Source: an optimization exercise on an open RTL-to-GDS flow (aim: small area). Production flows keep margins and buffers that such runs may drop. Only simulation tests tie the RTL to the original design; equivalence was not proved.

Design core_top, start of the top module:
module core_top (
	input  logic        clk_i,
	input  logic        rst_n_i,
	input  logic        fetch_enable_i,
	output logic        instr_req_o,
	output logic [31:0] instr_addr_o,
	input  logic        instr_gnt_i,
	input  logic        instr_rvalid_i,
	input  logic [31:0] instr_rdata_i,
	output logic        data_req_o,
	output logic        data_we_o,
	output logic [31:0] data_addr_o,
	output logic [31:0] data_wdata_o,
	input  logic        data_gnt_i,
	input  logic        data_rvalid_i,
	input  logic [31:0] data_rdata_i,
	output logic        core_busy_o
);
	localparam logic [3:0] S_CLR   = 4'd0;   
	localparam logic [3:0] S_IDLE  = 4'd1;
	localparam logic [3:0] S_FREQ  = 4'd2;   
	localparam logic [3:0] S_FWAIT = 4'd3;   
	localparam logic [3:0] S_RDY1  = 4'd4;   
	localparam logic [3:0] S_P1    = 4'd5;   
	localparam logic [3:0] S_P2B   = 4'd6;   
	localparam logic [3:0] S_P2S   = 4'd7;   
	localparam logic [3:0] S_DREQ  = 4'd8;   
	localparam logic [3:0] S_DWAIT = 4'd9;   
	localparam logic [3:0] S_RDY3  = 4'd10;  
	localparam logic [3:0] S_P3    = 4'd11;  
	logic [3:0]  state_q, state_d;
	logic [4:0]  ph_q;
	logic        st_q;      
	logic        neq_q;     
	logic        calu_q;    
	logic        cpc_q;     
	logic [31:0] ir_q;      
	logic [4:0]  rs2_q;     
	logic [31:0] addr_q;    
	logic [31:0] ring_q [0:31];   
	logic [31:0] head;
	wire ph0 = (ph_q == 5'd0);
	wire ph31 = (ph_q == 5'd31);
	wire [6:0] opc = ir_q[6:0];
	wire [2:0] f3  = ir_q[14:12];
	wire [6:0] f7  = ir_q[31:25];
	wire [4:0] rd  = ir_q[11:7];
	wire [4:0] rs1 = ir_q[19:15];
	wire f3_alu = (f3 == 3'b000) | (f3 == 3'b100) | (f3 == 3'b110) | (f3 == 3'b111);
	wire is_lui = (opc == 7'b0110111);
	wire is_opi = (opc == 7'b0010011) & f3_alu;
	wire is_op  = (opc == 7'b0110011) & f3_alu &
		((f7 == 7'b0000000) | ((f7 == 7'b0100000) & (f3 == 3'b000)));
	wire is_ld  = (opc == 7'b0000011) & (f3 == 3'b010);
	wire is_st  = (opc == 7'b0100011) & (f3 == 3'b010);
	wire is_br  = (opc == 7'b1100011) & (f3[2:1] == 2'b00);
	wire is_jal = (opc == 7'b1101111);
	wire in_clr = (state_q == S_CLR);
	wire in_p1  = (state_q == S_P1);
	wire in_p2b = (state_q == S_P2B);
	wire in_p2s = (state_q == S_P2S);
  ...
For scale: roughly 1,600 cells after synthesis, roughly 1,100 flip-flops.
Settings: LEC_CHECK=0, CAP_MARGIN=20, CELL_PAD_IN_SITES_DETAIL_PLACEMENT=0, CELL_PAD_IN_SITES_GLOBAL_PLACEMENT=0, CORE_MARGIN=2, CORE_UTILIZATION=60, CTS_BUF_LIST=sky130_fd_sc_hd__clkbuf_4, PLACE_DENSITY=0.7, SLEW_MARGIN=20; clock period 10.0 ns.
run.sh (not shown) runs the stock make flow with config.mk's settings and CLKGATE_MAP_FILE= SYNTH_SCRIPT=/design/flow/synth_recipe.tcl, a recipe that flattens the netlist after the stock synthesis.
Rerun with:
==> flow/flow/run.sh (new file) <==
#!/bin/bash
set -euo pipefail
export BUFFER_PORTS_ARGS="-buffer_cell sky130_fd_sc_hd__buf_1"
export CTS_ARGS="-sink_clustering_enable -repair_clock_nets -dont_use_dummy_load -buf_list sky130_fd_sc_hd__clkbuf_4 -sink_clustering_size 12 -sink_clustering_max_diameter 40"
bash standard.sh > standard_flow.log 2>&1
==> flow/standard.sh (new file) <==
#!/bin/bash
# synth_recipe.tcl (not shown) runs the flow's synth.tcl, then flattens the netlist and writes it again
# the make line also repeats each setting of config.mk as NAME=value (left out here)
make -C /OpenROAD-flow-scripts/flow DESIGN_CONFIG=/design/flow/config.mk WORK_HOME=/design/flow/orfs CLKGATE_MAP_FILE= SYNTH_SCRIPT=/design/flow/synth_recipe.tcl "${@:-finish}"
CTS_BUF_LIST = not set   (was sky130_fd_sc_hd__clkbuf_4)
removed: flow/run.sh
The changed run produced a clean layout. Synthesized area is unchanged. Clock skew rises by 0.076 ns. Utilization fell by 7.3 points.

-- static timing again, ports no longer ideal --
The flow's constraints put no driver on any port. The routed layouts listed below were extracted and timed again, unchanged, in two steps. Step 1 sets driving cells, clkbuf_16 on the clock port and buf_2 on the other inputs (assumed; they add their load-dependent delay and slew). Step 2 moves the port delays by t, midway between the first and last clock arrival at a register: inputs arrive t later, outputs are due t later. That takes back most of the time a late clock gives input paths. Slacks: no drivers / after step 1 / after step 2; pairs: no drivers / after step 1.
run	t, ns	setup slack, ns	worst hold slack (ns)	cell pins on the clock port's net
the first run	1.029	5.075 / 5.075 / 5.075	0.289 / 0.289 / 0.289	1
the second run	0.877	4.715 / 4.715 / 4.715	0.264 / 0.264 / 0.264	1
After both steps every run listed still meets setup and hold.
